Source: an optimization exercise on an open RTL-to-GDS flow (aim: small area and few clock cycles per item). Production flows keep margins and buffers that such runs may drop.
Function was checked by simulation only, so behaviour that the tests miss may differ from the original.
Power and IR drop assume default switching activity.

<file path="flow/config.mk">
export PLATFORM = sky130hd
export DESIGN_NAME = multi_channel_echo_ranger
export DESIGN_NICKNAME = multi_channel_echo_ranger
export VERILOG_FILES = /design/flow/design.v
export SDC_FILE = /design/flow/constraint.sdc
export NUM_CORES = 4
export LEC_CHECK = 0
export CAP_MARGIN = 20
export CORE_MARGIN = 2
export CORE_UTILIZATION = 40
export PLACE_DENSITY = 0.6
export SLEW_MARGIN = 20
</file>
<file path="flow/constraint.sdc">
create_clock -name core_clock -period 10.0 [get_ports {clock}]
set_input_delay 2.0000 -clock core_clock [delete_from_list [all_inputs] [get_ports {clock}]]
set_output_delay 2.0000 -clock core_clock [all_outputs]
set_load 0.01 [all_outputs]
</file>
<file path="flow/design.v">
package mcer_pkg;
   localparam int CHANNELS  = 4;
   localparam int LEN_W     = 16;
   localparam int SCALE_W   = 16;
   localparam int TIMEOUT_W = 16;
   localparam int CNT_W     = 16;
   localparam int DIST_W    = 24;
   localparam int CSR_W     = 16;
   localparam int CSR_IDX_W = 2;
   localparam logic [CSR_IDX_W-1:0] CSR_CHANNEL_ENABLE = 2'd0;
   localparam logic [CSR_IDX_W-1:0] CSR_TIMEOUT_US     = 2'd1;
   localparam logic [CSR_IDX_W-1:0] CSR_DISTANCE_SCALE = 2'd2;
   localparam logic [CHANNELS-1:0]  ENABLE_RESET  = 4'hF;
   localparam logic [TIMEOUT_W-1:0] TIMEOUT_RESET = 16'd30000;
   localparam logic [SCALE_W-1:0]   SCALE_RESET   = 16'd1114;
   localparam logic [3:0] TRIG_TICKS      = 4'd12;
   localparam logic [3:0] TRIG_HIGH_TICKS = 4'd10;
   localparam logic [3:0] MULT_LAST       = 4'd15;
   typedef enum logic [1:0] {
      PH_IDLE,
      PH_TRIG,
      PH_MEASURE,
      PH_MULT
   } phase_type;
endpackage
module mcer_lane (
   input  logic                         clock,
   input  logic                         reset,
   input  logic                         step,       
   input  logic                         start,      
   input  logic                         measure,    
   input  logic                         finish,     
   input  logic                         mult,       
   input  logic                         enable,
   input  logic                         level,
   input  logic [mcer_pkg::SCALE_W-1:0] scale,
   output logic                         done_next,  
   output logic                         done,
   output logic [mcer_pkg::DIST_W-1:0]  distance
);
   localparam int W = mcer_pkg::LEN_W;
   logic         level_ff;
   logic         seen_ff;
   logic         done_ff;
   logic [W-1:0] count_ff, count_in;
   logic [W-1:0] length_ff, length_in;
   logic [W:0]   sum;
   logic         rise, fall;
   always_comb begin
      sum  = {1'b0, count_ff} + ((mult && length_ff[0]) ? {1'b0, scale} : '0) + (W+1)'(!mult);
      rise = measure && enable && level && !level_ff;
      fall = measure && enable && !level && level_ff && seen_ff;
      done_next = !start && (done_ff || fall);
      count_in  = count_ff;
      length_in = length_ff;
      if (mult) begin
         count_in  = sum[W:1];
         length_in = {sum[0], length_ff[W-1:1]};
      end else if (measure && enable) begin
         count_in  = rise ? '0 : sum[W-1:0];
         if (fall) length_in = sum[W-1:0];
      end
      if (finish) count_in = '0;
   end
   always_ff @(posedge clock) begin
      if (reset) begin
         level_ff <= 1'b0;
         seen_ff  <= 1'b0;
         done_ff  <= 1'b0;
      end else if (step) begin
         level_ff <= level;
         if (start) begin
            seen_ff <= 1'b0;
         end else if (rise) begin
            seen_ff <= 1'b1;
         end
         done_ff <= done_next;
      end
      count_ff  <= count_in;
      length_ff <= length_in;
   end
   assign done     = done_ff;
   assign distance = {count_ff, length_ff[W-1:8]};
endmodule
module mcer_merge (
   input  logic                                          clock,
   input  logic                                          reset,
   input  logic                                          busy,
   input  logic                                          in_valid,
   output logic                                          in_ready,
   input  logic                                          in_trigger,
   input  logic                                          in_complete,
   input  logic [mcer_pkg::CHANNELS-1:0]                 lane_done,
   input  logic                                          lane_all_done,
   input  logic [mcer_pkg::CHANNELS*mcer_pkg::DIST_W-1:0] lane_distance,
   output logic                                          rsp_valid,
   input  logic                                          rsp_ready,
   output logic                                          rsp_trigger,
   output logic                                          rsp_complete,
   output logic [mcer_pkg::CHANNELS-1:0]                 rsp_done_mask,
   output logic                                          rsp_timed_out,
   output logic [mcer_pkg::CHANNELS*mcer_pkg::DIST_W-1:0] rsp_distance
);
   logic valid_ff;
   logic trigger_ff;
   logic complete_ff;
   assign rsp_valid = valid_ff && !busy;
   assign in_ready  = !busy && (!valid_ff || rsp_ready);
   always_ff @(posedge clock) begin
      if (reset) begin
         valid_ff <= 1'b0;
      end else if (in_valid && in_ready) begin
         valid_ff <= 1'b1;
      end else if (rsp_ready && rsp_valid) begin
         valid_ff <= 1'b0;
      end
      if (in_valid && in_ready) begin
         trigger_ff  <= in_trigger;
         complete_ff <= in_complete;
      end
   end
   always_comb begin
      rsp_trigger   = trigger_ff;
      rsp_complete  = complete_ff;
      rsp_done_mask = complete_ff ? lane_done : '0;
      rsp_timed_out = complete_ff && !lane_all_done;
      for (int i = 0; i < mcer_pkg::CHANNELS; i++) begin
         rsp_distance[i*mcer_pkg::DIST_W +: mcer_pkg::DIST_W] =
            rsp_done_mask[i] ? lane_distance[i*mcer_pkg::DIST_W +: mcer_pkg::DIST_W] : '0;
      end
   end
endmodule
module multi_channel_echo_ranger (
   input  logic                            clock,
   input  logic                            reset,
   input  logic                            req_valid,
   output logic                            req_ready,
   input  logic                            req_operation,
   input  logic [mcer_pkg::CHANNELS-1:0]   req_echo_levels,
   output logic                            rsp_valid,
   input  logic                            rsp_ready,
   output logic                            rsp_trigger,
   output logic                            rsp_complete,
   output logic [mcer_pkg::CHANNELS-1:0]   rsp_done_mask,
   output logic                            rsp_timed_out,
   output logic [mcer_pkg::DIST_W-1:0]     rsp_distance_0,
   output logic [mcer_pkg::DIST_W-1:0]     rsp_distance_1,
   output logic [mcer_pkg::DIST_W-1:0]     rsp_distance_2,
   output logic [mcer_pkg::DIST_W-1:0]     rsp_distance_3,
   input  logic                            csr_write_en,
   input  logic [mcer_pkg::CSR_IDX_W-1:0]  csr_index,
   input  logic [mcer_pkg::CSR_W-1:0]      csr_write_data
);
   localparam int CH = mcer_pkg::CHANNELS;
   logic [CH-1:0]                  channel_enable_ff;
   logic [mcer_pkg::TIMEOUT_W-1:0] timeout_ff;
   logic [mcer_pkg::SCALE_W-1:0]   scale_ff;
   mcer_pkg::phase_type            phase_ff, phase_in, phase_eff;
   logic [mcer_pkg::CNT_W-1:0]     count_ff, count_in, count_eff, count_dec;
   logic                           accept;
   logic                           start;
   logic                           measure;
   logic                           mult;
   logic                           all_done;
   logic                           all_done_ff;
   logic                           expired;
   logic                           finish;
   logic                           trigger;
   logic [CH-1:0]                  lane_done_next;
   logic [CH-1:0]                  lane_done;
   logic [CH*mcer_pkg::DIST_W-1:0] lane_distance;
   logic [CH*mcer_pkg::DIST_W-1:0] rsp_distance;
   always_ff @(posedge clock) begin
      if (reset) begin
         channel_enable_ff <= mcer_pkg::ENABLE_RESET;
         timeout_ff        <= mcer_pkg::TIMEOUT_RESET;
         scale_ff          <= mcer_pkg::SCALE_RESET;
      end else if (csr_write_en) begin
         unique case (csr_index)
            mcer_pkg::CSR_CHANNEL_ENABLE: channel_enable_ff <= csr_write_data[CH-1:0];
            mcer_pkg::CSR_TIMEOUT_US:     timeout_ff        <= csr_write_data[mcer_pkg::TIMEOUT_W-1:0];
            mcer_pkg::CSR_DISTANCE_SCALE: scale_ff          <= csr_write_data[mcer_pkg::SCALE_W-1:0];
            default: ;
         endcase
      end
   end
   always_comb begin
      accept    = req_valid && req_ready;
      start     = accept && req_operation;
      mult      = (phase_ff == mcer_pkg::PH_MULT);
      phase_eff = req_operation ? mcer_pkg::PH_TRIG : phase_ff;
      count_eff = (req_operation && !mult) ? mcer_pkg::CNT_W'(mcer_pkg::TRIG_TICKS) : count_ff;
      count_dec = count_eff - mcer_pkg::CNT_W'(1);
      measure   = accept && (phase_eff == mcer_pkg::PH_MEASURE);
      all_done  = 1'b1;
      all_done_ff = 1'b1;
      for (int i = 0; i < CH; i++) begin
         if (channel_enable_ff[i] && !lane_done_next[i]) all_done = 1'b0;
         if (channel_enable_ff[i] && !lane_done[i]) all_done_ff = 1'b0;
      end
      expired  = (count_ff[mcer_pkg::CNT_W-1:1] == '0);
      finish   = 1'b0;
      trigger  = 1'b0;
      phase_in = phase_ff;
      count_in = count_ff;
      if (mult) begin
         count_in = count_dec;
         if (count_ff[3:0] == 4'd0) phase_in = mcer_pkg::PH_IDLE;
      end else if (accept) begin
         phase_in = phase_eff;
         count_in = count_dec;
         unique case (phase_eff)
            mcer_pkg::PH_IDLE: ;
            mcer_pkg::PH_TRIG: begin
               trigger = (count_eff[3:0] <= mcer_pkg::TRIG_HIGH_TICKS);
               if (count_eff[3:0] == 4'd1) begin
                  phase_in = mcer_pkg::PH_MEASURE;
                  count_in = timeout_ff;
               end
            end
            mcer_pkg::PH_MEASURE: begin
               if (all_done || expired) begin
                  finish   = 1'b1;
                  phase_in = mcer_pkg::PH_MULT;
                  count_in = mcer_pkg::CNT_W'(mcer_pkg::MULT_LAST);
               end
            end
            default: ;
         endcase
      end
   end
   always_ff @(posedge clock) begin
      if (reset) begin
         phase_ff <= mcer_pkg::PH_IDLE;
      end else begin
         phase_ff <= phase_in;
      end
      count_ff <= count_in;
   end
   for (genvar g = 0; g < CH; g++) begin : g_lane
      mcer_lane u_lane (
         .clock     (clock),
         .reset     (reset),
         .step      (accept),
         .start     (start),
         .measure   (measure),
         .finish    (finish),
         .mult      (mult),
         .enable    (channel_enable_ff[g]),
         .level     (req_echo_levels[g]),
         .scale     (scale_ff),
         .done_next (lane_done_next[g]),
         .done      (lane_done[g]),
         .distance  (lane_distance[g*mcer_pkg::DIST_W +: mcer_pkg::DIST_W])
      );
   end
   mcer_merge u_merge (
      .clock         (clock),
      .reset         (reset),
      .busy          (mult),
      .in_valid      (req_valid),
      .in_ready      (req_ready),
      .in_trigger    (trigger),
      .in_complete   (finish),
      .lane_done     (lane_done),
      .lane_all_done (all_done_ff),
      .lane_distance (lane_distance),
      .rsp_valid     (rsp_valid),
      .rsp_ready     (rsp_ready),
      .rsp_trigger   (rsp_trigger),
      .rsp_complete  (rsp_complete),
      .rsp_done_mask (rsp_done_mask),
      .rsp_timed_out (rsp_timed_out),
      .rsp_distance  (rsp_distance)
   );
   assign rsp_distance_0 = rsp_distance[0*mcer_pkg::DIST_W +: mcer_pkg::DIST_W];
   assign rsp_distance_1 = rsp_distance[1*mcer_pkg::DIST_W +: mcer_pkg::DIST_W];
   assign rsp_distance_2 = rsp_distance[2*mcer_pkg::DIST_W +: mcer_pkg::DIST_W];
   assign rsp_distance_3 = rsp_distance[3*mcer_pkg::DIST_W +: mcer_pkg::DIST_W];
endmodule
</file>
<file path="flow/run.sh">
#!/bin/bash
# synth_recipe.tcl (not shown) runs the flow's synth.tcl, then flattens the netlist and writes it again
# the make line also repeats each setting of config.mk as NAME=value (left out here)
make -C /OpenROAD-flow-scripts/flow DESIGN_CONFIG=/design/flow/config.mk WORK_HOME=/design/flow/orfs CLKGATE_MAP_FILE= SYNTH_SCRIPT=/design/flow/synth_recipe.tcl finish
</file>
==> summary.md, run 1 <==
| Metric | Value |
|---|---|
| CTS tree | `built` |
| Worst Setup End Kind | `flip-flop` |
| Peak supply drop | `about 120 uV` |
| Antenna violations before repair | `3` |
| Post-CTS resize count | `0` |
| WL/cell | `18.3 um` |
| Total power | `2740 uW` |
| Post-CTS Setup Inserts | `0` |
| Post-route cell area | `approximately 15000 um2` |
| Sequential fraction of the synthesis area | `0.374` |
| Worst-skew pair later-pin latency | `0.44 ns` |
| Number of flops mapped to enable cells by yosys | `between 80 and 90` |
| H-tree levels | `4` |
| Post-DRT Antenna Nets | `0` |
| Xor/xnor cell area share of the yosys netlist | `0.0413` |
| Reg-to-reg setup timing slack | `5.46 ns` |
| Maximum clock frequency | `178 MHz` |
| Ports | `about 130` |
| CP arrival | `5.92 ns` |
| Reg power frac | `0.429` |
| CTS max path bufs | `2` |
| Combinational fraction of design power | `0.311` |
| Count of cell types in the netlist | `78` |
| Hold path depth | `2` |
| Clock Sinks | `around 200` |
| Top FF cell, synth | `dfxtp_1` |
| Area occupied by multi-input gates | `~7500 um2` |
| Hpwl dp | `26100 um` |
| DP Area | `14200 um2` |
| DRT iter0 DRCs | `1008` |
| HP Class | `reg2reg` |
| Cts hold-fix bufs | `0` |
| Synth Area in Compound Gates | `0.191` |
| Die Footprint | `33300 um2` |
| Hold Path Origin | `timeout_ff[6]` |
| Via count | `11540` |
| Setup-failing EPs final | `0` |
| TNS Setup | `0 ns` |
| Root Driver | `clkbuf_16` |
| Simple-gate area share of the yosys netlist | `0.271` |
| Transition time of the tightest slew-check pin | `between 1 and 1.5 ns` |
| Hold slack | `0.463 ns` |
| Post-Synth Adder-Cell Area | `0.0814` |
| Max Cap Violations | `0` |
| Reg area | `4760 um2` |
| Max-slew violations | `0` |
| Cell area after synthesis | `12700 um2` |
| Row count | `65` |
| CP Max Fanout | `60` |
| Grt ovf | `0` |
| R2r endpoint | `g_lane[1].u_lane.count_ff[14]` |
| Syn nets | `about 1600` |
| Chip height | `182 um` |
| Final Worst Setup Slack | `4.38 ns` |
| Setup WS pre-CTS | `3.99 ns` |
| Synthesized instance count | `1535` |
| Worst Hold End | `timeout_ff[6]` |
| GPL Wtd Cong | `0.894` |
| Syn Area/Cell | `8.29 um2` |
| Fin crit share | `0.562` |
| Hold Vio Cnt, Final | `0` |
| Slew HR | `0.289` |
| Drt pass-1 iters | `5` |
| DRT Wirelength | `36800 um` |
| Status | `no timing/DRC/antenna violations` |
| Core footprint | `31500 um2` |
| Clock transition at the registers of the reported paths | `0.09 ns` |
| Vias in the first global route | `10892` |
| R2R cell count | `12` |
| NetSw | `1010 uW` |
| Req. time, crit path | `approximately 10 ns` |
| Area grow syn2layout | `16.5%` |
| Reg2reg start | `phase_ff[0]` |
| Gr usage total | `0.219` |
| Combinational family with the most area after synthesis | `simple AND/OR/NAND/NOR gates` |
| Routed vias/inst | `approximately 5.7` |
| Switch share | `0.369` |
| Largest net degree at the start of global routing | `108` |
| # DRC | `0` |
| Power Density | `185 nW/um2` |
| Post-synth ARST share | `0` |
| Yosys reg bits | `197` |
| WS Path Type | `in2reg` |
| Starting Density | `0.404` |
| Leakage | `0.00645 uW` |
| Worst Skew | `about 0.016 ns` |
| Internal power | `1730 uW` |
| RSZ-0062 raised after global routing | `no` |
| Antenna cells | `0` |
| First-pass GRT wire length | `58000 um` |
| Port Buffers | `132` |
| Die Wd | `182 um` |
| Fin crit period | `approximately 5.6 ns` |
| Crit path launch type | `input pin` |
| Clock power share | `0.260` |
| Number of buffers created by CTS | `17` |
| # fillers | `3127` |
| Final nets | `1708` |
| Share of cells above drive strength 1 | `0.0415` |
| Mux cell area share after synthesis | `0.000787` |
| Synth warnings | `3` |
-- cells in the mapped netlist, drive strengths merged (4+ instances only) --
cell type,number,area [um2]
nand2,273,1030
fa,8,160
a32oi,7,61.3
and2,8,52.6
a2111oi,4,41.3
nor3,39,195
nor2b,11,68.8
nor4,8,71.3
nand2b,16,100
a21oi,128,659
a41oi,4,35.0
edfxtp,82,2460
a211o,6,52.6
and3,169,1060
a211oi,23,173
nor2,119,454
nand3,25,125
and3b,6,52.6
buf,15,106
nand3b,14,105
o21bai,5,37.5
inv,25,93.8
or2,5,31.3
o21ai,61,305
o211ai,9,67.6
a31oi,8,50.1
dfxtp,115,2300
o21a,9,67.6
a221oi,23,201
o2111ai,4,35.0
a21o,20,150
ha,70,876
o311ai,8,70.1
xnor2,39,342
o22ai,18,113
nand4,5,31.3
clkbuf,78,293
xor2,21,184
-- power groups by stage --
stage / Sequential, uW / Combinational (uW) / Clock, uW
floorplan: 1120 / 674 / 0
global placement: 1190 / 816 / 0
detailed placement: 1190 / 836 / 0
CTS: 1170 / 841 / 722
global route: 1190 / 959 / 756
finish: 1170 / 850 / 712
-- registers in the layout, indices dropped and copies added, names as in the netlist --
signal                   count
g_lane.u_lane.length_ff     64
count_ff                    16
phase_ff                     2
u_merge.valid_ff             1
g_lane.u_lane.level_ff       4
g_lane.u_lane.done_ff        4
scale_ff                    16
channel_enable_ff            4
g_lane.u_lane.count_ff      64
u_merge.trigger_ff           1
timeout_ff                  16
g_lane.u_lane.seen_ff        4
u_merge.complete_ff          1
-- cell families (layout without fill, tap and decap cells) --
family,Yosys count,in the layout
and+or+nand+nor,708,708
AOI/OAI and AO/OA,371,371
adders and majority gates,78,78
buffers and inverters,120,200
DFF,197,197
muxes,1,1
xor gates and xnor gates,60,60
-- cell type report --
type	count	share of cell area
multi-input combinational	1218	0.503
tap	402	0.0339
timing repair buffer	141	0.0937
clock buffer	17	0.0287
clock inverter	15	0.0122
sequential	197	0.321
inverter	27	0.00726
-- layer usage --
metal | wire, um | track usage
met1 | 18000 | 0.313
met5 | 17 | 0
met2 | 16400 | 0.348
met4 | 752 | 0.0600
met3 | 1740 | 0.0295
-- layout by cell type, fill, tap and decap left out, types with 9 or more instances in the layout --
master,Yosys,layout
clkbuf_16,0,17
edfxtp_1,82,82
and3_1,169,169
a21o_1,20,20
a221oi_1,23,23
inv_1,22,22
xor2_1,21,21
xnor2_1,39,39
dfxtp_1,115,115
clkdlybuf4s50_1,0,132
o21a_1,9,9
nor2b_1,11,11
nand2_1,272,272
nor2_1,118,118
ha_1,70,70
o21ai_0,60,60
nand2b_1,16,16
nor3_1,39,39
o211ai_1,9,9
a211oi_1,23,23
nand3_1,25,25
o22ai_1,18,18
a21oi_1,123,123
nand3b_1,14,14
-- how the worst max path moves through the flow --
stage	slack [ns]	depth (start not counted)	from	to
after floorplan	5.62	2	rsp_ready	req_ready
after global placement	4.04	15	req_operation	g_lane[2].u_lane.count_ff[15]
after detailed placement	3.99	15	req_operation	g_lane[2].u_lane.count_ff[15]
after CTS	4.44	15	req_operation	g_lane[2].u_lane.count_ff[15]
after global routing	4.16	15	req_operation	g_lane[2].u_lane.count_ff[15]
final	4.38	15	req_operation	g_lane[2].u_lane.count_ff[15]
-- worst max-delay path, stage by stage --
cell and delay (ns):
clkdlybuf4s50_1 0.47, inv_1 0.13, nand2_1 0.12, inv_1 0.11
ha_1 0.26, inv_2 0.09, nor4_4 0.60, a21oi_1 0.18
nor4_2 0.34, a21oi_2 0.15, nand2b_1 0.43, inv_2 0.12
buf_4 0.61, or4_1 0.22, o41ai_1 0.06
-- through the flow --
step / utilization / instances
global route: 0.471 / 2017
finish: 0.471 / 2017
global placement: 0.452 / 1984
floorplan: - / 1535
CTS: 0.471 / 2016
detailed placement: 0.452 / 1984
Testbench counts, summed over its fixed seeds: cycles 157,232, items 151,224.
==> run 2, diff against run 1 <==
--- a/flow/design.v
+++ b/flow/design.v
@@ -42,3 +42,3 @@
    logic         level_ff;
-   logic         seen_ff;
+   logic         seen_ff, seen_next;
    logic         done_ff;
@@ -47,10 +47,18 @@
    logic [W:0]   sum;
-   logic         rise, fall;
+   logic [W:0]   carry;
+   logic [W-1:0] addend;
+   logic         tick, rise, fall;
    always_comb begin
-      sum  = {1'b0, count_ff} + ((mult && length_ff[0]) ? {1'b0, scale} : '0) + (W+1)'(!mult);
-      rise = measure && enable && level && !level_ff;
-      fall = measure && enable && !level && level_ff && seen_ff;
+      tick = measure && enable;
+      rise = tick && level && !level_ff;
+      fall = tick && !level && level_ff && seen_ff;
+      seen_next = !start && (seen_ff || rise);
       done_next = !start && (done_ff || fall);
-      count_in  = count_ff;
-      length_in = length_ff;
+      carry[0] = tick;
+      for (int i = 0; i < W; i++) begin
+         addend[i]  = mult && length_ff[0] && scale[i];
+         sum[i]     = count_ff[i] ^ addend[i] ^ carry[i];
+         carry[i+1] = (count_ff[i] & addend[i]) | (count_ff[i] & carry[i]) | (addend[i] & carry[i]);
+      end
+      sum[W] = carry[W];
       if (mult) begin
@@ -58,7 +66,6 @@
          length_in = {sum[0], length_ff[W-1:1]};
-      end else if (measure && enable) begin
-         count_in  = rise ? '0 : sum[W-1:0];
-         if (fall) length_in = sum[W-1:0];
-      end
-      if (finish) count_in = '0;
+      end else begin
+         count_in  = finish ? '0 : (rise ? W'(1) : sum[W-1:0]);
+         length_in = fall ? count_ff : length_ff;
+      end
    end
@@ -69,9 +76,5 @@
          done_ff  <= 1'b0;
-      end else if (step) begin
-         level_ff <= level;
-         if (start) begin
-            seen_ff <= 1'b0;
-         end else if (rise) begin
-            seen_ff <= 1'b1;
-         end
+      end else begin
+         if (step) level_ff <= level;
+         seen_ff <= seen_next;
          done_ff <= done_next;
@@ -157,4 +160,4 @@
    logic [mcer_pkg::SCALE_W-1:0]   scale_ff;
-   mcer_pkg::phase_type            phase_ff, phase_in, phase_eff;
-   logic [mcer_pkg::CNT_W-1:0]     count_ff, count_in, count_eff, count_dec;
+   mcer_pkg::phase_type            phase_ff, phase_in;
+   logic [mcer_pkg::CNT_W-1:0]     count_ff, count_in, count_dec;
    logic                           accept;
@@ -190,6 +193,4 @@
       mult      = (phase_ff == mcer_pkg::PH_MULT);
-      phase_eff = req_operation ? mcer_pkg::PH_TRIG : phase_ff;
-      count_eff = (req_operation && !mult) ? mcer_pkg::CNT_W'(mcer_pkg::TRIG_TICKS) : count_ff;
-      count_dec = count_eff - mcer_pkg::CNT_W'(1);
-      measure   = accept && (phase_eff == mcer_pkg::PH_MEASURE);
+      measure   = accept && !req_operation && (phase_ff == mcer_pkg::PH_MEASURE);
+      count_dec = count_ff - mcer_pkg::CNT_W'(mult || accept);
       all_done  = 1'b1;
@@ -201,30 +202,20 @@
       expired  = (count_ff[mcer_pkg::CNT_W-1:1] == '0);
-      finish   = 1'b0;
+      finish   = measure && (all_done || expired);
       trigger  = 1'b0;
       phase_in = phase_ff;
-      count_in = count_ff;
-      if (mult) begin
-         count_in = count_dec;
+      count_in = count_dec;
+      if (start) begin
+         phase_in = mcer_pkg::PH_TRIG;
+         count_in = mcer_pkg::CNT_W'(mcer_pkg::TRIG_TICKS - 4'd1);
+      end else if (mult) begin
          if (count_ff[3:0] == 4'd0) phase_in = mcer_pkg::PH_IDLE;
-      end else if (accept) begin
-         phase_in = phase_eff;
-         count_in = count_dec;
-         unique case (phase_eff)
-            mcer_pkg::PH_IDLE: ;
-            mcer_pkg::PH_TRIG: begin
-               trigger = (count_eff[3:0] <= mcer_pkg::TRIG_HIGH_TICKS);
-               if (count_eff[3:0] == 4'd1) begin
-                  phase_in = mcer_pkg::PH_MEASURE;
-                  count_in = timeout_ff;
-               end
-            end
-            mcer_pkg::PH_MEASURE: begin
-               if (all_done || expired) begin
-                  finish   = 1'b1;
-                  phase_in = mcer_pkg::PH_MULT;
-                  count_in = mcer_pkg::CNT_W'(mcer_pkg::MULT_LAST);
-               end
-            end
-            default: ;
-         endcase
+      end else if (accept && phase_ff == mcer_pkg::PH_TRIG) begin
+         trigger = (count_ff[3:0] <= mcer_pkg::TRIG_HIGH_TICKS);
+         if (count_ff[3:0] == 4'd1) begin
+            phase_in = mcer_pkg::PH_MEASURE;
+            count_in = timeout_ff;
+         end
+      end else if (finish) begin
+         phase_in = mcer_pkg::PH_MULT;
+         count_in = mcer_pkg::CNT_W'(mcer_pkg::MULT_LAST);
       end
--- a/flow/config.mk
+++ b/flow/config.mk
@@ -7,2 +7,3 @@
 export LEC_CHECK = 0
+export ABC_AREA = 1
 export CAP_MARGIN = 20
==> summary.md, run 2 <==
| Metric | Value |
|---|---|
| Maximum clock frequency | `103 MHz` |
| Drt pass-1 iters | `5` |
| Synthesized instance count | `1164` |
| Die Footprint | `26000 um2` |
| # DRC | `0` |
| WS Path Type | `in2reg` |
| Syn Area/Cell | `8.49 um2` |
| Worst-skew pair later-pin latency | `0.43 ns` |
| Post-DRT Antenna Nets | `0` |
| Top cells by count, synth | `nand2_1 (220), nor2_1 (178), inv_1 (154), dfxtp_1 (131), o21ai_0 (104)` |
| Starting Density | `0.406` |
| Count of cell types in the netlist | `37` |
| Req. time, crit path | `10.28 ns` |
| R2R cell count | `21` |
| # fillers | `2361` |
| HP Class | `reg2reg` |
| Worst Setup End Kind | `flip-flop` |
| Sequential fraction of the synthesis area | `0.466` |
| Antenna cells | `0` |
| Peak supply drop | `101 uV` |
| Synth warnings | `3` |
| Slowest cell on the critical path | `fa_1` |
| Root Driver | `clkbuf_16` |
| CP peak stage delay | `approximately 0.55 ns` |
| DRT Wirelength | `25900 um` |
| Largest net degree at the start of global routing | `90` |
| Setup-failing EPs final | `0` |
| Power Density | `208 nW/um2` |
| CP Max Fanout | `3` |
| Fin crit share | `0.966` |
| Crit path launch type | `input pin` |
| Ports | `around 130` |
| Top FF cell, synth | `dfxtp_1` |
| TNS Setup | `0 ns` |
| Die Wd | `about 160 um` |
| Max-slew violations | `0` |
| Hpwl dp | `18600 um` |
| Row count | `57` |
| Routed vias/inst | `4.97` |
| Most numerous cell in the Yosys netlist | `nand2_1` |
| R2r endpoint | `g_lane[3].u_lane.count_ff[14]` |
| First-pass GRT wire length | `41400 um` |
| Grt ovf | `0` |
| CTS max path bufs | `2` |
| Hold path depth | `2` |
| Final core occ | `0.500` |
| Transition time of the tightest slew-check pin | `0.878 ns` |
| Via count | `8004` |
| Syn nets | `1258` |
| Share of cells above drive strength 1 | `0.0528` |
| Antenna violations before repair | `0` |
| Most common cell after layout, fill and taps aside | `nand2_1` |
| CP arrival | `9.95 ns` |
| Post-synth ARST share | `0` |
| Area share of the leading cell type in the synthesized netlist | `0.265` |
| Cts hold-fix bufs | `0` |
| Reg2reg start | `phase_ff[1]` |
| Max Cap Violations | `0` |
| WL/cell | `16.1 um` |
| Area grow syn2layout | `23.1%` |
| Number of flops mapped to enable cells by yosys | `66` |
| Final nets | `about 1400` |
| Yosys top cell by area | `dfxtp_1` |
| H-tree levels | `4` |
| Core footprint | `24300 um2` |
| Crit path cell chain | `clkdlybuf4s50_1 > inv_1 > nand2_1 > nand3_4 > nor2_8 > buf_4 > nand2_1 > fa_1 > fa_1 > fa_1 > fa_1 > fa_1 > fa_2 > fa_2 > fa_1 > fa_1 > fa_1 > fa_1 > fa_1 > fa_1 > fa_1 > fa_1 > fa_1 > o22ai_1` |
| RSZ-0062 raised after global routing | `no` |
| GPL Wtd Cong | `0.863` |
| Top Registers | `g_lane.u_lane.count_ff: 64 flops, g_lane.u_lane.length_ff: 64 flops` |
| Most frequent cells in the layout | `nand2_1 (220), nor2_1 (176), inv_1 (153)` |
| Worst Hold End | `timeout_ff[14]` |
| Post-CTS Setup Inserts | `0` |
| Hold Vio Cnt, Final | `0` |
| Gr usage total | `0.205` |
| Clock transition at the registers of the reported paths | `0.07 ns` |
| Hold Path Origin | `timeout_ff[14]` |
| Cell area after synthesis | `9880 um2` |
| DRT iter0 DRCs | `~590` |
| First element of the critical path | `rsp_ready` |
| Chip height | `161 um` |
| Worst path most repeated cell | `fa_1` |
| Leakage | `between 0.004 and 0.005 uW` |
| Worst Skew | `around 0.01 ns` |
| Status | `no timing/DRC/antenna violations` |
| Clock Sinks | `just under 200` |
| Number of buffers created by CTS | `17` |
| Leading post-synthesis cells by cell area | `dfxtp_1 (27%), edfxtp_1 (20%), fa_1 (13%)` |
| CTS tree | `built` |
| Slew HR | `0.410` |
| Reg-to-reg setup timing slack | `1.62 ns` |
| Fin crit period | `9.66 ns` |
| Yosys reg bits | `between 150 and 200` |
| Vias in the first global route | `7843` |
| Port Buffers | `132` |
==> run 2: cell count changes after synthesis, moves of 32 or more <==
| cell | delta |
|---|---|
| and3_1 | -169 |
| o22ai_1 | +41 |
| a21oi_1 | -90 |
| o21ai_0 | +44 |
| nor2_1 | +60 |
| fa_1 | +56 |
| inv_1 | +132 |
| clkbuf_1 | -32 |
| xnor2_1 | -35 |
| ha_1 | -68 |
| nand2_1 | -52 |
==> run 2: worst max-delay path by stage <==
stage                                               end
after floorplan           g_lane[1].u_lane.count_ff[14]
after global placement    g_lane[1].u_lane.count_ff[14]
after detailed placement  g_lane[0].u_lane.count_ff[14]
after CTS                 g_lane[0].u_lane.count_ff[14]
after global routing      g_lane[1].u_lane.count_ff[14]
final                     g_lane[3].u_lane.count_ff[14]
==> run 2: power by group <==
group / switching (uW) / total [uW] / internal [uW] / leakage (uW)
Clock: 299 / 715 / 416 / 0.000297
Combinational: 427 / 690 / 262 / 0.00297
Sequential: 83.3 / 1120 / 1040 / 0.00168
Total: 809 / 2530 / 1720 / 0.00495
==> run 2: per-layer routing <==
metal  part of all wire  track usage  vias up
met5                  0            0        -
met3              0.043       0.0270       34
li1                   -            -     3972
met2               0.49        0.344      205
met4              0.018       0.0613        0
met1               0.45        0.278     3793
==> run 2: cell type report <==
cell class / instances / area, um2 / area share
Clock inverter: 7 / 118 / 0.00967
Sequential cell: 197 / 4600 / 0.379
Tap cell: 324 / 405 / 0.0333
Multi-Input combinational cell: 754 / 4500 / 0.370
Timing Repair Buffer: 148 / 1460 / 0.120
Inverter: 157 / 589 / 0.0485
Clock buffer: 25 / 485 / 0.0399
==> run 2: per-stage QoR <==
step | hold WS, ns | power, uW | cells | setup WS (ns) | instance area (um2)
global placement | 0.443 | 1810 | 1579 | -0.228 | 11500
floorplan | 0.424 | 1620 | 1164 | 0.372 | 9880
finish | 0.461 | 2530 | 1612 | 0.335 | 12200
CTS | 0.464 | 2530 | 1611 | 0.112 | 12100
detailed placement | 0.448 | 1820 | 1579 | -0.366 | 11500
global route | 0.492 | 2700 | 1612 | 0.0133 | 12200
==> run 2: cell families after synthesis <==
logic type | Yosys count | synth area share
and+or+nand+nor | 463 | 0.190
AOI/OAI and AO/OA | 213 | 0.119
buffers and inverters | 213 | 0.0826
DFF | 197 | 0.466
adders and majority gates | 66 | 0.132
xor gates and xnor gates | 12 | 0.0106
==> run 2: critical path, delay by kind of cell <==
kind / cells / cell delay, ns
adders and majority gates: 16 / 6.83
and+or+nand+nor: 4 / 0.41
AOI/OAI and AO/OA: 1 / 0.09
buffers and inverters: 3 / 0.61
==> run 2: what timing repair did <==
action / in CTS / in global routing
hold endpoints to repair: 0 / 0
gates resized for setup: 0 / 13
setup endpoints to repair: 0 / 8
Testbench counts of run 2, summed over its fixed seeds: cycles 157,232, items 151,224.
==> run 3, diff against run 2 <==
--- a/flow/design.v
+++ b/flow/design.v
@@ -162,2 +162,3 @@
    logic [mcer_pkg::CNT_W-1:0]     count_ff, count_in, count_dec;
+   logic [mcer_pkg::CNT_W:0]       borrow;
    logic                           accept;
@@ -194,3 +195,7 @@
       measure   = accept && !req_operation && (phase_ff == mcer_pkg::PH_MEASURE);
-      count_dec = count_ff - mcer_pkg::CNT_W'(mult || accept);
+      borrow[0] = mult || accept;
+      for (int i = 0; i < mcer_pkg::CNT_W; i++) begin
+         count_dec[i]  = count_ff[i] ^ borrow[i];
+         borrow[i+1]   = borrow[i] && !count_ff[i];
+      end
       all_done  = 1'b1;
==> flow/flow/run.sh (new file) <==
#!/bin/bash
# The standard layout (the standard.sh, standard synthesis unchanged), with
# - the port buffers that buffer_ports inserts made the smallest buffer cell, buf_1;
# - clock tree synthesis with clkbuf_4 or clkbuf_8 buffers and no dummy loads.
set -euo pipefail
bash standard.sh \
   BUFFER_PORTS_ARGS="-buffer_cell sky130_fd_sc_hd__buf_1" \
   CTS_ARGS="-sink_clustering_enable -repair_clock_nets -buf_list {sky130_fd_sc_hd__clkbuf_4 sky130_fd_sc_hd__clkbuf_8} -dont_use_dummy_load" \
   finish > standard.log 2>&1
==> flow/standard.sh (new file) <==
#!/bin/bash
# synth_recipe.tcl (not shown) runs the flow's synth.tcl, then flattens the netlist and writes it again
# the make line also repeats each setting of config.mk as NAME=value (left out here)
make -C /OpenROAD-flow-scripts/flow DESIGN_CONFIG=/design/flow/config.mk WORK_HOME=/design/flow/orfs CLKGATE_MAP_FILE= SYNTH_SCRIPT=/design/flow/synth_recipe.tcl "${@:-finish}"
removed: flow/run.sh
==> summary.md, run 3 <==
| Metric | Value |
|---|---|
| Cell area after synthesis | `9870 um2` |
| Die Footprint | `26000 um2` |
| Clock transition at the registers of the reported paths | `approximately 0.08 ns` |
| Core footprint | `approximately 24000 um2` |
| Final nets | `1357` |
| Count of cell types in the netlist | `35` |
| Most numerous cell in the Yosys netlist | `nand2_1` |
| Post-synth ARST share | `0` |
| First-pass GRT wire length | `39800 um` |
| Worst setup path endpoint | `g_lane[1].u_lane.count_ff[14]` |
| Non-Filler Instances | `1572` |
| Syn Area/Cell | `8.61 um2` |
| H-tree levels | `4` |
| Worst Skew | `0.0367 ns` |
| Reg-to-reg setup timing slack | `roughly 1.4 ns` |
| Die Wd | `161 um` |
| Port Buffers | `roughly 130` |
| Starting Density | `0.407` |
| Area grow syn2layout | `9.90%` |
| # fillers | `2531` |
| Share of cells above drive strength 1 | `0.0313` |
| Dpl cells | `1555` |
| GPL Wtd Cong | `0.866` |
| Reg2reg start | `phase_ff[1]` |
| Power Density | `199 nW/um2` |
| # DRC | `0` |
| Status | `no timing/DRC/antenna violations` |
| Largest net degree at the start of global routing | `73` |
| Chip height | `161 um` |
| Yosys top cell by area | `dfxtp_1` |
| Drt pass-1 iters | `5` |
| Synthesized instance count | `1146` |
| Slew HR | `0.341` |
| Synth warnings | `3` |
| Top FF cell, synth | `dfxtp_1` |
| Top cells by count, synth | `nand2_1 (202), nor2_1 (173), inv_1 (160), dfxtp_1 (131), o21ai_0 (109)` |
| DRT iter0 DRCs | `628` |
| Req. time, crit path | `10.32 ns` |
| CTS tree | `built` |
| DRT Wirelength | `24600 um` |
| Max Cap Violations | `0` |
| Antenna violations before repair | `1` |
| Most frequent cells in the layout | `nand2_1 (202), nor2_1 (173), inv_1 (158)` |
| Sequential fraction of the synthesis area | `0.466` |
| Area share of the leading cell type in the synthesized netlist | `0.266` |
| Routed vias/inst | `between 4 and 5` |
| CP arrival | `9.81 ns` |
| CP Max Fanout | `5` |
| Hold Vio Cnt, Final | `0` |
| Clock Sinks | `197` |
| DP Area | `10600 um2` |
| First element of the critical path | `rsp_ready` |
| Row count | `57` |
| Transition time of the tightest slew-check pin | `between 0.9 and 1 ns` |
| RSZ-0062 raised after global routing | `no` |
| Yosys reg bits | `slightly below 200` |
| Ports | `133` |
| R2r endpoint | `g_lane[2].u_lane.count_ff[14]` |
| R2R cell count | `21` |
| Fin crit share | `0.949` |
| Vias in the first global route | `7602` |
| Grt ovf | `0` |
| Gr usage total | `0.195` |
| Hold Path Origin | `g_lane[1].u_lane.seen_ff` |
| WL/cell | `15.6 um` |
| Leakage | `0.00435 uW` |
| Via count | `7749` |
| Cts hold-fix bufs | `0` |
| Most common cell after layout, fill and taps aside | `nand2_1` |
| Total power | `approximately 2200 uW` |
| Reg area | `4600 um2` |
| Hpwl dp | `17900 um` |
| CTS max path bufs | `2` |
| Setup-failing EPs final | `0` |
| Post-route cell area | `10800 um2` |
| Max-slew violations | `0` |
| Post-DRT Antenna Nets | `0` |
| Crit path launch type | `input pin` |
| Number of flops mapped to enable cells by yosys | `66` |
| Post-CTS Setup Inserts | `0` |
| Syn nets | `1253` |
| Maximum clock frequency | `105 MHz` |
| Number of buffers created by CTS | `17` |
| Root Driver | `clkbuf_8` |
| Post-CTS resize count | `0` |
| Area occupied by multi-input gates | `4420 um2` |
| HP Class | `reg2reg` |
| WS Path Type | `in2reg` |
| Leading post-synthesis cells by cell area | `dfxtp_1 (27%), edfxtp_1 (20%), fa_1 (13%)` |
| Worst Setup End Kind | `flip-flop` |
| Worst-skew pair later-pin latency | `0.48 ns` |
| Peak supply drop | `74.9 uV` |
| Fin crit period | `9.49 ns` |
| Antenna cells | `0` |
| Top Registers | `g_lane.u_lane.count_ff: 64 flops, g_lane.u_lane.length_ff: 64 flops` |
==> run 3: cell count changes in the layout (fill, tap and decap cells not counted), sizes merged, moves of 4 or more <==
| cell | delta |
|---|---|
| clkbuf | -8 |
| xor2 | -7 |
| nor2 | -5 |
| nand3 | -8 |
| o21ai | +4 |
| clkdlybuf4s50 | -132 |
| nand2 | -18 |
| buf | +127 |
| nor3 | +4 |
| xnor2 | -4 |
| ha | +13 |
==> run 3: logic make-up (layout without fill, tap and decap cells) <==
| family | Yosys count | after routing | share of synthesized area |
|---|---|---|---|
| compound gates | 214 | 214 | 0.119 |
| xor+xnor | 1 | 1 | 0.000887 |
| fa+ha+maj | 79 | 79 | 0.149 |
| buf+inv | 220 | 322 | 0.0859 |
| flops | 197 | 197 | 0.466 |
| simple gates | 435 | 435 | 0.179 |
==> run 3: area by class of cell <==
| cell class | instances | share of cell area |
|---|---|---|
| flip-flops and latches | 197 | 0.424 |
| multi-input cells | 729 | 0.407 |
| inverters | 162 | 0.0560 |
| repair buffers | 143 | 0.0533 |
| well taps | 324 | 0.0374 |
| clock buffers | 17 | 0.0216 |
==> run 3: per-layer routing <==
metal | routed length (um) | global-route usage | vias to the layer above
li1 | - | - | 3874
met1 | 11600 | 0.275 | 3663
met2 | 11300 | 0.312 | 191
met3 | 1360 | 0.0424 | 19
met4 | 240 | 0.0426 | 2
met5 | 13 | 0 | -
==> run 3: metrics by stage <==
stage | setup TNS [ns] | utilization | setup slack, ns | hold slack [ns]
6_report | 0 | 0.447 | 0.507 | 0.459
5_1_grt | 0 | 0.447 | 0.174 | 0.476
4_1_cts | 0 | 0.447 | 0.468 | 0.462
3_5_place_dp | -0.00416 | 0.438 | -0.00407 | 0.452
3_3_place_gp | 0 | 0.438 | 0.109 | 0.448
2_1_floorplan | 0 | - | 0.340 | 0.436
==> run 3: report_power, final <==
group | internal [uW] | switching (uW) | total, uW | leakage, uW
Combinational | 246 | 393 | 639 | 0.00254
Sequential | 1040 | 84.6 | 1130 | 0.00169
Clock | 151 | 249 | 400 | 0.000122
==> run 3: worst min path at each step <==
stage,end,slack (ns),depth (start not counted)
global route,g_lane[2].u_lane.seen_ff,0.48,2
global placement,g_lane[0].u_lane.seen_ff,0.45,2
CTS,g_lane[0].u_lane.seen_ff,0.46,2
floorplan,g_lane[0].u_lane.seen_ff,0.44,2
finish,g_lane[1].u_lane.seen_ff,0.46,2
detailed placement,g_lane[0].u_lane.seen_ff,0.45,2
==> run 3: critical path, cell delays in order <==
cell and delay, ns:
buf_1 0.07, inv_1 0.03, nand2_1 0.11, nand3_4 0.11, nor2_8 0.15, inv_1 0.07
nor2_1 0.13, inv_1 0.07, fa_1 0.41, fa_1 0.43, fa_1 0.43, fa_1 0.43
fa_1 0.43, fa_1 0.42, fa_1 0.42, fa_1 0.42, fa_1 0.42, fa_1 0.43
fa_1 0.43, fa_1 0.45, fa_1 0.44, fa_1 0.43, fa_1 0.42, fa_1 0.55
o22ai_1 0.09
Testbench counts of run 3, summed over its fixed seeds: cycles 157,232, items 151,224.
==> run 4, diff against run 3 <==
==> flow/flow/run.sh (replaced) <==
#!/bin/bash
# The standard layout (the standard.sh, standard synthesis unchanged), with
# - the port buffers that buffer_ports inserts made the smallest buffer cell, buf_1;
# - clock tree synthesis with clkbuf_8 buffers and no dummy loads.
set -euo pipefail
bash standard.sh \
   BUFFER_PORTS_ARGS="-buffer_cell sky130_fd_sc_hd__buf_1" \
   CTS_ARGS="-sink_clustering_enable -repair_clock_nets -buf_list sky130_fd_sc_hd__clkbuf_8 -dont_use_dummy_load" \
   finish > standard.log 2>&1
==> summary.md, run 4 <==
| Metric | Value |
|---|---|
| Status | `no timing/DRC/antenna violations` |
| Post-DRT Antenna Nets | `0` |
| Post-CTS Setup Inserts | `0` |
| Chip height | `161 um` |
| Starting Density | `0.407` |
| Clock Sinks | `197` |
| GPL Wtd Cong | `0.866` |
| Max-slew violations | `0` |
| Grt ovf | `0` |
| Sequential fraction of the synthesis area | `0.466` |
| Setup-failing EPs final | `0` |
| Max Cap Violations | `0` |
| Hpwl dp | `approximately 18000 um` |
| Worst Skew | `0.0367 ns` |
| Count of cell types in the netlist | `35` |
| Vias in the first global route | `7602` |
| Routed vias/inst | `around 5` |
| Most frequent cells in the layout | `nand2_1 (202), nor2_1 (173), inv_1 (158)` |
| Top Registers | `g_lane.u_lane.count_ff: 64 flops, g_lane.u_lane.length_ff: 64 flops` |
| Area share of the leading cell type in the synthesized netlist | `0.266` |
| Req. time, crit path | `10.32 ns` |
| Cts hold-fix bufs | `0` |
| NetSw | `727 uW` |
| Top FF cell, synth | `dfxtp_1` |
| Drt pass-1 iters | `5` |
| Hold path depth | `2` |
| Crit path launch type | `input pin` |
| WS Path Type | `in2reg` |
| Final Worst Setup Slack | `0.507 ns` |
| R2R cell count | `21` |
| Post-synth ARST share | `0` |
| Leakage | `roughly 0.0043 uW` |
| Clock transition at the registers of the reported paths | `around 0.080 ns` |
| Post-CTS resize count | `0` |
| # DRC | `0` |
| Gr usage total | `0.195` |
| Combinational fraction of design power | `0.295` |
| Synth warnings | `3` |
| Row count | `57` |
| RSZ-0062 raised after global routing | `no` |
| Largest net degree at the start of global routing | `73` |
| Final core occ | `0.447` |
| Yosys top cell by area | `dfxtp_1` |
| Die Wd | `161 um` |
| Hold Vio Cnt, Final | `0` |
| CP arrival | `9.81 ns` |
| Most numerous cell in the Yosys netlist | `nand2_1` |
| First-pass GRT wire length | `39800 um` |
| Die Footprint | `26000 um2` |
| Hold slack | `0.459 ns` |
| Port Buffers | `132` |
| Maximum clock frequency | `105 MHz` |
| Antenna violations before repair | `1` |
| Ports | `133` |
| Via count | `around 7700` |
| Leading post-synthesis cells by cell area | `dfxtp_1 (27%), edfxtp_1 (20%), fa_1 (13%)` |
| DRT Wirelength | `about 25000 um` |
| Area grow syn2layout | `9.90%` |
| Worst-skew pair later-pin latency | `approximately 0.48 ns` |
| Transition time of the tightest slew-check pin | `0.983 ns` |
| CTS tree | `built` |
| Syn Area/Cell | `8.61 um2` |
| Reg power frac | `0.520` |
| CP Max Fanout | `5` |
| Core footprint | `24200 um2` |
| DRT iter0 DRCs | `628` |
| Internal power | `1440 uW` |
| Number of flops mapped to enable cells by yosys | `66` |
| Worst Setup End Kind | `flip-flop` |
| Most common cell after layout, fill and taps aside | `nand2_1` |
| Antenna cells | `0` |
| CTS max path bufs | `2` |
| Final nets | `1357` |
| Top cells by count, synth | `nand2_1 (202), nor2_1 (173), inv_1 (160), dfxtp_1 (131), o21ai_0 (109)` |
| Fin crit share | `0.949` |
| Peak supply drop | `74.9 uV` |
| Number of buffers created by CTS | `17` |
| Share of cells above drive strength 1 | `0.0313` |
| Root Driver | `clkbuf_8` |
| Setup WS pre-CTS | `-0.00407 ns` |
| Clock power share | `0.185` |
| Slew HR | `0.341` |
| WL/cell | `about 16 um` |
| H-tree levels | `4` |
| Synthesized instance count | `approximately 1100` |
| HP Class | `reg2reg` |
| Syn nets | `1253` |
| Power Density | `around 200 nW/um2` |
| Fin crit period | `9.49 ns` |
| Cell area after synthesis | `9870 um2` |
| Switch share | `0.336` |
| Yosys reg bits | `~200` |
run 4: metrics by stage:
| stage | area (um2) | power [uW] | TNS (ns) | cells |
|---|---|---|---|---|
| final | 10800 | 2160 | 0 | 1572 |
| after detailed placement | 10600 | 1780 | -0.00416 | 1555 |
| after global routing | 10800 | 2330 | 0 | 1572 |
| after global placement | 10600 | 1780 | 0 | 1555 |
| after floorplan | 9870 | 1600 | 0 | 1146 |
| after CTS | 10800 | 2180 | 0 | 1572 |
run 4: cell families (layout without fill, tap and decap cells):
logic type,count (synthesis),in the layout,share of synthesized area
xor gates and xnor gates,1,1,0.000887
AOI/OAI and AO/OA,214,214,0.119
buffers and inverters,220,322,0.0859
and+or+nand+nor,435,435,0.179
adders and majority gates,79,79,0.149
DFF,197,197,0.466
run 4: final cells by class:
class	instances	area, um2
well taps	324	405
fillers	2531	13400
multi-input cells	729	4420
inverters	162	608
clock buffers	17	234
flip-flops and latches	197	4600
repair buffers	143	578
run 4: path summary, 6_finish.rpt:
check	start	endpoint	slack (ns)
max	rsp_ready	g_lane[1].u_lane.count_ff[14]	0.51
min	g_lane[1].u_lane.seen_ff	g_lane[1].u_lane.seen_ff	0.46
max reg2reg	phase_ff[1]	g_lane[2].u_lane.count_ff[14]	1.38
min reg2reg	g_lane[1].u_lane.seen_ff	g_lane[1].u_lane.seen_ff	0.46
run 4: layer usage:
metal  vias up  GRT usage  routed length [um]
li1       3874          -                   -
met1      3663      0.275               11600
met2       191      0.312               11300
met3        19     0.0424                1360
met4         2     0.0426                 240
met5         -          0                  13
run 4: critical path, stage by stage:
cell and delay [ns]:
buf_1 0.07, inv_1 0.03, nand2_1 0.11, nand3_4 0.11, nor2_8 0.15, inv_1 0.07, nor2_1 0.13, inv_1 0.07
fa_1 0.41, fa_1 0.43, fa_1 0.43, fa_1 0.43, fa_1 0.43, fa_1 0.42, fa_1 0.42, fa_1 0.42
fa_1 0.42, fa_1 0.43, fa_1 0.43, fa_1 0.45, fa_1 0.44, fa_1 0.43, fa_1 0.42, fa_1 0.55
o22ai_1 0.09
run 4: power by group through the flow:
stage,Combinational (uW),Clock (uW),Sequential [uW]
2_1_floorplan,486,0,1110
3_3_place_gp,635,0,1140
3_5_place_dp,638,0,1140
4_1_cts,643,409,1130
5_1_grt,747,438,1150
6_report,639,400,1130
==> run 5, diff against run 4 <==
--- a/flow/design.v
+++ b/flow/design.v
@@ -38,3 +38,3 @@
    output logic                         done,
-   output logic [mcer_pkg::DIST_W-1:0]  distance
+   output logic [mcer_pkg::DIST_W-1:0]  ndistance   
 );
@@ -45,3 +45,3 @@
    logic [W-1:0] count_ff, count_in;
-   logic [W-1:0] length_ff, length_in;
+   logic [W-1:0] nlength_ff, nlength_in;    
    logic [W:0]   sum;
@@ -58,3 +58,3 @@
       for (int i = 0; i < W; i++) begin
-         addend[i]  = mult && length_ff[0] && scale[i];
+         addend[i]  = mult && !nlength_ff[0] && scale[i];
          sum[i]     = count_ff[i] ^ addend[i] ^ carry[i];
@@ -65,6 +65,6 @@
          count_in  = sum[W:1];
-         length_in = {sum[0], length_ff[W-1:1]};
+         nlength_in = {!sum[0], nlength_ff[W-1:1]};
       end else begin
          count_in  = finish ? '0 : (rise ? W'(1) : sum[W-1:0]);
-         length_in = fall ? count_ff : length_ff;
+         nlength_in = fall ? ~count_ff : nlength_ff;
       end
@@ -82,6 +82,6 @@
       count_ff  <= count_in;
-      length_ff <= length_in;
+      nlength_ff <= nlength_in;
    end
    assign done     = done_ff;
-   assign distance = {count_ff, length_ff[W-1:8]};
+   assign ndistance = {~count_ff, nlength_ff[W-1:8]};
 endmodule
@@ -97,3 +97,3 @@
    input  logic                                          lane_all_done,
-   input  logic [mcer_pkg::CHANNELS*mcer_pkg::DIST_W-1:0] lane_distance,
+   input  logic [mcer_pkg::CHANNELS*mcer_pkg::DIST_W-1:0] lane_ndistance,
    output logic                                          rsp_valid,
@@ -131,3 +131,3 @@
          rsp_distance[i*mcer_pkg::DIST_W +: mcer_pkg::DIST_W] =
-            rsp_done_mask[i] ? lane_distance[i*mcer_pkg::DIST_W +: mcer_pkg::DIST_W] : '0;
+            ~(lane_ndistance[i*mcer_pkg::DIST_W +: mcer_pkg::DIST_W] | {mcer_pkg::DIST_W{!rsp_done_mask[i]}});
       end
@@ -174,3 +174,3 @@
    logic [CH-1:0]                  lane_done;
-   logic [CH*mcer_pkg::DIST_W-1:0] lane_distance;
+   logic [CH*mcer_pkg::DIST_W-1:0] lane_ndistance;
    logic [CH*mcer_pkg::DIST_W-1:0] rsp_distance;
@@ -249,3 +249,3 @@
          .done      (lane_done[g]),
-         .distance  (lane_distance[g*mcer_pkg::DIST_W +: mcer_pkg::DIST_W])
+         .ndistance (lane_ndistance[g*mcer_pkg::DIST_W +: mcer_pkg::DIST_W])
       );
@@ -262,3 +262,3 @@
       .lane_all_done (all_done_ff),
-      .lane_distance (lane_distance),
+      .lane_ndistance (lane_ndistance),
       .rsp_valid     (rsp_valid),
==> flow/flow/run.sh (replaced) <==
#!/bin/bash
# The standard layout (the standard.sh, standard synthesis unchanged), with
# - the port buffers that buffer_ports inserts made the smallest buffer cell, buf_1;
# - clock tree synthesis with clkbuf_8 buffers, clusters of up to 25 sinks, and no dummy loads.
set -euo pipefail
bash standard.sh \
   BUFFER_PORTS_ARGS="-buffer_cell sky130_fd_sc_hd__buf_1" \
   CTS_ARGS="-sink_clustering_enable -repair_clock_nets -buf_list sky130_fd_sc_hd__clkbuf_8 -sink_clustering_size 25 -dont_use_dummy_load" \
   finish > standard.log 2>&1
==> summary.md, run 5 <==
| Metric | Value |
|---|---|
| Status | `no timing/DRC/antenna violations` |
| Gr usage total | `0.195` |
| Most common cell after layout, fill and taps aside | `nand2_1` |
| CP Max Fanout | `9` |
| Largest net degree at the start of global routing | `about 130` |
| Root Driver | `clkbuf_8` |
| Clock transition at the registers of the reported paths | `roughly 0.080 ns` |
| Post-CTS Setup Inserts | `0` |
| Die Footprint | `25600 um2` |
| Worst-skew pair later-pin latency | `0.48 ns` |
| Fin crit share | `0.934` |
| HP Class | `reg2reg` |
| Setup-failing EPs final | `0` |
| Maximum clock frequency | `around 110 MHz` |
| Post-synth ARST share | `0` |
| Worst Skew | `0.0361 ns` |
| Syn Area/Cell | `8.71 um2` |
| TNS Setup | `0 ns` |
| Top Registers | `g_lane.u_lane.count_ff: 64 flops, g_lane.u_lane.nlength_ff: 64 flops` |
| Count of cell types in the netlist | `34` |
| Post-route cell area | `10700 um2` |
| Setup WS pre-CTS | `0.126 ns` |
| Syn nets | `roughly 1200` |
| Sequential fraction of the synthesis area | `0.473` |
| Worst path most repeated cell | `fa_1` |
| Row count | `57` |
| Number of flops mapped to enable cells by yosys | `66` |
| DRT iter0 DRCs | `518` |
| Leading post-synthesis cells by cell area | `dfxtp_1 (27%), edfxtp_1 (20%), fa_1 (13%)` |
| Most numerous cell in the Yosys netlist | `nand2_1` |
| Slew HR | `0.406` |
| Yosys top cell by area | `dfxtp_1` |
| Post-DRT Antenna Nets | `0` |
| # DRC | `0` |
| CTS max path bufs | `2` |
| Share of cells above drive strength 1 | `0.0312` |
| WS Path Type | `in2reg` |
| Core footprint | `roughly 24000 um2` |
| Number of buffers created by CTS | `17` |
| Fin crit period | `9.34 ns` |
| Max-slew violations | `0` |
| CP arrival | `9.66 ns` |
| Req. time, crit path | `between 10 and 15 ns` |
| CP peak stage delay | `0.54 ns` |
| CTS tree | `built` |
| RSZ-0062 raised after global routing | `no` |
| Yosys reg bits | `197` |
| Grt ovf | `0` |
| WL/cell | `15.9 um` |
| Vias in the first global route | `7272` |
| Hold slack | `0.459 ns` |
| Chip height | `about 160 um` |
| Synthesized instance count | `1117` |
| Post-CTS resize count | `0` |
| Worst Setup End Kind | `flip-flop` |
| Antenna violations before repair | `0` |
| GPL Wtd Cong | `about 0.85` |
| Ports | `133` |
| Top cells by count, synth | `nand2_1 (202), nor2_1 (174), dfxtp_1 (131), inv_1 (125), o21ai_0 (113)` |
| Max Cap Violations | `0` |
| Routed vias/inst | `4.99` |
| Power Density | `between 150 and 200 nW/um2` |
| Cts hold-fix bufs | `0` |
| Hold Vio Cnt, Final | `0` |
| Starting Density | `0.404` |
| Port Buffers | `132` |
| Crit path cell chain | `buf_1 > inv_2 > nand3_1 > nor2_4 > inv_1 > nor2_1 > fa_1 > inv_1 > fa_1 > fa_1 > fa_1 > fa_1 > fa_1 > fa_1 > fa_1 > fa_1 > fa_1 > fa_1 > fa_1 > fa_1 > fa_1 > fa_1 > fa_1 > o22ai_1` |
| Via count | `7695` |
| Hpwl dp | `17600 um` |
| Crit path launch type | `input pin` |
| Area share of the leading cell type in the synthesized netlist | `0.270` |
| Final nets | `between 1000 and 1500` |
| First-pass GRT wire length | `between 30000 and 40000 um` |
| Critical path's top delay family | `adder cells` |
| Top FF cell, synth | `dfxtp_1` |
| Transition time of the tightest slew-check pin | `around 0.89 ns` |
| Cell area after synthesis | `9730 um2` |
| Clock Sinks | `197` |
| DP Area | `about 10000 um2` |
| Synth warnings | `3` |
| Area grow syn2layout | `9.99%` |
| Die Wd | `160 um` |
| Final Worst Setup Slack | `0.659 ns` |
| H-tree levels | `4` |
| Antenna cells | `0` |
| Most frequent cells in the layout | `nand2_1 (202), nor2_1 (174), buf_1 (132)` |
| Slowest cell on the critical path | `fa_1` |
| DRT Wirelength | `24400 um` |
| Drt pass-1 iters | `6` |
| Peak supply drop | `75.8 uV` |
| Leakage | `a little over 0.004 uW` |
| WP buf/inv | `4` |
## run 5: changes by cell type after synthesis, moves of 2 or more
cell,delta
inv_2,+2
o21ai_0,+4
nor3_1,+3
o21bai_1,-2
a21oi_1,-3
buf_1,+2
inv_1,-35
## run 5: worst reg2reg max path: stages, from the launching register on
cell	delay, ns
dfxtp_1	0.39
nand2_2	0.35
nor2_1	0.78
nand2_1	0.17
fa_1	0.50
fa_1	0.43
fa_1	0.43
fa_1	0.43
fa_1	0.42
fa_1	0.43
fa_1	0.43
fa_1	0.43
fa_1	0.42
fa_1	0.43
fa_1	0.43
fa_1	0.42
fa_1	0.43
fa_1	0.42
fa_1	0.54
o22ai_1	0.09
## run 5: metal layers
layer / up-vias / GRT usage / share of wire
met5: - / 0 / 0
met4: 0 / 0.0700 / 0.025
met3: 34 / 0.0351 / 0.057
met2: 222 / 0.300 / 0.44
met1: 3621 / 0.276 / 0.48
li1: 3818 / - / -
## run 5: cell type report
type / count / area [um2]
fill: 2459 / 13400
sequential: 197 / 4600
multi-input combinational: 732 / 4400
timing repair buffer: 142 / 574
inverter: 129 / 485
tap: 324 / 405
clock buffer: 17 / 234
## run 5: through the flow
stage               utilization  cells  power [uW]
global placement          0.434   1524        1740
global route              0.444   1541        2280
floorplan                     -   1117        1570
finish                    0.444   1541        2130
detailed placement        0.434   1524        1750
CTS                       0.444   1541        2140
## run 5: path summary, 6_finish.rpt
path	start	end	slack, ns	cells past startpoint
worst max-delay path	req_operation	g_lane[0].u_lane.count_ff[14]	0.66	24
worst min-delay path	g_lane[1].u_lane.seen_ff	g_lane[1].u_lane.seen_ff	0.46	2
worst max register to register	phase_ff[1]	g_lane[2].u_lane.count_ff[14]	1.49	19
worst min register to register	g_lane[1].u_lane.seen_ff	g_lane[1].u_lane.seen_ff	0.46	2
## run 5: cell families (layout without fill, tap and decap cells)
family          count (synthesis)  in the layout  share of synthesized area
fa+ha+maj                      79             79                      0.151
flops                         197            197                      0.473
xor+xnor                        1              1                   0.000900
buf+inv                       188            288                     0.0747
compound gates                213            213                      0.119
simple gates                  439            439                      0.181
## run 5: power by group
part	internal [uW]	switching, uW
logic	234	365
registers	1040	92.4
clock network	151	247
Testbench counts of run 5, summed over its fixed seeds: cycles 157,232, items 151,224.
==> run 6, diff against run 5 <==
==> flow/flow/run.sh (replaced) <==
#!/bin/bash
# The standard layout (the standard.sh, standard synthesis unchanged), with
# - the port buffers that buffer_ports inserts made the smallest buffer cell, buf_1;
# - clock tree synthesis with clkbuf_16 buffers, clusters of up to 40 sinks, and no dummy loads.
set -euo pipefail
bash standard.sh \
   BUFFER_PORTS_ARGS="-buffer_cell sky130_fd_sc_hd__buf_1" \
   CTS_ARGS="-sink_clustering_enable -repair_clock_nets -buf_list sky130_fd_sc_hd__clkbuf_16 -sink_clustering_size 40 -sink_clustering_max_diameter 100 -dont_use_dummy_load" \
   finish > standard.log 2>&1
==> summary.md, run 6 <==
| Metric | Value |
|---|---|
| Final Worst Setup Slack | `0.622 ns` |
| CP arrival | `between 9 and 10 ns` |
| Total power | `roughly 2300 uW` |
| Peak supply drop | `between 80 and 90 uV` |
| DP Area | `approximately 10000 um2` |
| Area share of the leading cell type in the synthesized netlist | `0.270` |
| Reg2reg start | `phase_ff[1]` |
| NetSw | `around 730 uW` |
| R2R cell count | `19` |
| Top Registers | `g_lane.u_lane.count_ff: 64 flops, g_lane.u_lane.nlength_ff: 64 flops` |
| Maximum clock frequency | `between 100 and 150 MHz` |
| Fin crit share | `0.938` |
| WL/cell | `16.0 um` |
| Drt pass-1 iters | `7` |
| Row count | `57` |
| Yosys top cell by area | `dfxtp_1` |
| Post-route cell area | `10900 um2` |
| Setup-failing EPs final | `0` |
| Die Wd | `160 um` |
| Area grow syn2layout | `12.0%` |
| Vias in the first global route | `7330` |
| Crit path cell chain | `buf_1 > inv_2 > nand3_1 > nor2_4 > inv_1 > nor2_1 > fa_1 > inv_1 > fa_1 > fa_1 > fa_1 > fa_1 > fa_1 > fa_1 > fa_1 > fa_1 > fa_1 > fa_1 > fa_1 > fa_1 > fa_1 > fa_1 > fa_1 > o22ai_1` |
| Syn Area/Cell | `8.71 um2` |
| Leading post-synthesis cells by cell area | `dfxtp_1 (27%), edfxtp_1 (20%), fa_1 (13%)` |
| # fillers | `2446` |
| Grt ovf | `0` |
| RSZ-0062 raised after global routing | `no` |
| Setup WS pre-CTS | `0.126 ns` |
| Worst-skew pair later-pin latency | `0.43 ns` |
| Syn nets | `1224` |
| Count of cell types in the netlist | `34` |
| Final nets | `1326` |
| First element of the critical path | `req_operation` |
| First-pass GRT wire length | `39100 um` |
| Crit path launch type | `input pin` |
| Slew HR | `0.400` |
| Antenna cells | `0` |
| Number of buffers created by CTS | `17` |
| Port Buffers | `between 100 and 150` |
| Top cells by count, synth | `nand2_1 (202), nor2_1 (174), dfxtp_1 (131), inv_1 (125), o21ai_0 (113)` |
| Most frequent cells in the layout | `nand2_1 (202), nor2_1 (174), buf_1 (132)` |
| Switch share | `0.315` |
| Reg power frac | `0.494` |
| Combinational fraction of design power | `0.261` |
| Core footprint | `roughly 24000 um2` |
| Worst setup path endpoint | `g_lane[0].u_lane.count_ff[14]` |
| Most common cell after layout, fill and taps aside | `nand2_1` |
| # DRC | `0` |
| Hold Vio Cnt, Final | `0` |
| Status | `no timing/DRC/antenna violations` |
| Root Driver | `clkbuf_16` |
| Transition time of the tightest slew-check pin | `0.897 ns` |
| Post-CTS resize count | `0` |
| Post-CTS Setup Inserts | `0` |
| CP peak stage delay | `0.54 ns` |
| Req. time, crit path | `10.27 ns` |
| Most numerous cell in the Yosys netlist | `nand2_1` |
| Max-slew violations | `0` |
| Slowest cell on the critical path | `fa_1` |
| Via count | `7713` |
| CP Depth | `24` |
| Clock power share | `0.245` |
| DRT iter0 DRCs | `494` |
| Gr usage total | `0.196` |
| Ports | `roughly 130` |
| Clock transition at the registers of the reported paths | `0.06 ns` |
| Worst Skew | `around 0.025 ns` |
| Worst Setup End Kind | `flip-flop` |
| Top FF cell, synth | `dfxtp_1` |
| Fin crit period | `9.38 ns` |
| Sequential fraction of the synthesis area | `0.473` |
| Yosys reg bits | `197` |
| CTS tree | `built` |
| Number of flops mapped to enable cells by yosys | `66` |
| GPL Wtd Cong | `between 0.8 and 0.9` |
| Hpwl dp | `17600 um` |
| Share of cells above drive strength 1 | `0.0312` |
| Reg-to-reg setup timing slack | `1.46 ns` |
| Routed vias/inst | `5.01` |
| TNS Setup | `0 ns` |
| HP Class | `reg2reg` |
| Die Footprint | `25600 um2` |
| Starting Density | `0.404` |
| Synth warnings | `3` |
| Leakage | `0.00415 uW` |
| R2r endpoint | `g_lane[2].u_lane.count_ff[14]` |
| WP buf/inv | `4` |
| Critical path's top delay family | `adder cells` |
| Synthesized instance count | `around 1100` |
| DRT Wirelength | `24600 um` |
| Antenna violations before repair | `0` |
| Worst path most repeated cell | `fa_1` |
| WS Path Type | `in2reg` |
| H-tree levels | `4` |
| Cts hold-fix bufs | `0` |
| Cell area after synthesis | `9730 um2` |
| Internal power | `approximately 1600 uW` |
| CTS max path bufs | `2` |
| CP Max Fanout | `9` |
| Largest net degree at the start of global routing | `126` |
| Max Cap Violations | `0` |
| Post-synth ARST share | `0` |
| Power Density | `211 nW/um2` |
| Clock Sinks | `197` |
| Post-DRT Antenna Nets | `0` |
| Chip height | `160 um` |
==> run 6: cell counts after synthesis <==
Identical to the previous run, type by type.
==> run 6: how the worst min path moves through the flow <==
stage | start | endpoint | slack, ns | cells past startpoint
2_1_floorplan | g_lane[0].u_lane.seen_ff | g_lane[0].u_lane.seen_ff | 0.44 | 2
3_3_place_gp | g_lane[3].u_lane.seen_ff | g_lane[3].u_lane.seen_ff | 0.45 | 2
3_5_place_dp | g_lane[1].u_lane.seen_ff | g_lane[1].u_lane.seen_ff | 0.45 | 2
4_1_cts | g_lane[1].u_lane.seen_ff | g_lane[1].u_lane.seen_ff | 0.46 | 2
5_1_grt | g_lane[1].u_lane.seen_ff | g_lane[1].u_lane.seen_ff | 0.48 | 2
6_report | g_lane[1].u_lane.seen_ff | g_lane[1].u_lane.seen_ff | 0.46 | 2
==> run 6: cell type report <==
class | count | area, um2 | area share
timing repair buffer | 142 | 574 | 0.0527
multi-input combinational | 732 | 4400 | 0.404
sequential | 197 | 4600 | 0.423
inverter | 129 | 485 | 0.0446
clock buffer | 17 | 425 | 0.0391
tap | 324 | 405 | 0.0372
==> run 6: layer usage <==
metal  vias to the layer above  GRT usage  wire length [um]
met5                         -          0                 0
met4                         0     0.0614               510
met3                        29     0.0353              1290
met2                       222      0.306             10900
met1                      3639      0.278             11800
li1                       3823          -                 -
==> run 6: tightest hold or removal path, stage by stage, from the launching register on <==
cell     delay (ns)
dfxtp_1        0.30
inv_1          0.05
a21oi_1        0.06
==> run 6: cell families (layout without fill, tap and decap cells) <==
kind of cell               Yosys count  after routing  share of synthesized area
and+or+nand+nor                    439            439                      0.181
adders and majority gates           79             79                      0.151
DFF                                197            197                      0.473
xor gates and xnor gates             1              1                   0.000900
buffers and inverters              188            288                     0.0747
AOI/OAI and AO/OA                  213            213                      0.119
==> run 6: stage by stage <==
step / utilization / hold slack, ns / instances
2_1_floorplan: - / 0.436 / 1117
3_3_place_gp: 0.434 / 0.446 / 1524
3_5_place_dp: 0.434 / 0.450 / 1524
4_1_cts: 0.452 / 0.458 / 1541
5_1_grt: 0.452 / 0.479 / 1541
6_report: 0.452 / 0.456 / 1541
==> run 6: power by group through the flow <==
stage	Clock, uW	Combinational (uW)	Sequential [uW]
final	562	601	1140
after global routing	603	692	1160
after CTS	571	602	1130
after detailed placement	0	596	1150
after global placement	0	586	1150
after floorplan	0	450	1120

[separate check: timing with driven ports]
The results above use ideal ports. As a check the final layouts listed here were re-extracted and re-timed, cells and wires unchanged. Step 1 assumes that a clkbuf_16 drives the clock port and a buf_2 every other input. Step 2 times the ports against the registers' clock, not the clock port: input delays grow and output delays shrink by t, the midpoint of the rising clock arrivals with the driver on. a / b / c = no drivers / after step 1 / after step 2; a / b = the first two.
run | shift t [ns] | setup WS [ns] | worst hold slack (ns) | worst setup path after step 2
run 1 | 0.488 | 4.378 / 4.398 / 3.910 | 0.463 / 0.463 / 0.463 | input to register
run 2 | 0.474 | 0.335 / 0.359 / -0.115 | 0.461 / 0.461 / 0.461 | input to register
run 3 | 0.500 | 0.507 / 0.525 / 0.024 | 0.459 / 0.459 / 0.459 | input to register
run 4 | 0.500 | 0.507 / 0.525 / 0.024 | 0.459 / 0.459 / 0.459 | input to register
run 5 | 0.506 | 0.659 / 0.682 / 0.177 | 0.459 / 0.459 / 0.459 | input to register
run 6 | 0.468 | 0.622 / 0.650 / 0.182 | 0.456 / 0.456 / 0.456 | input to register
With both steps, setup timing fails in run 2, where it was met with ideal ports.
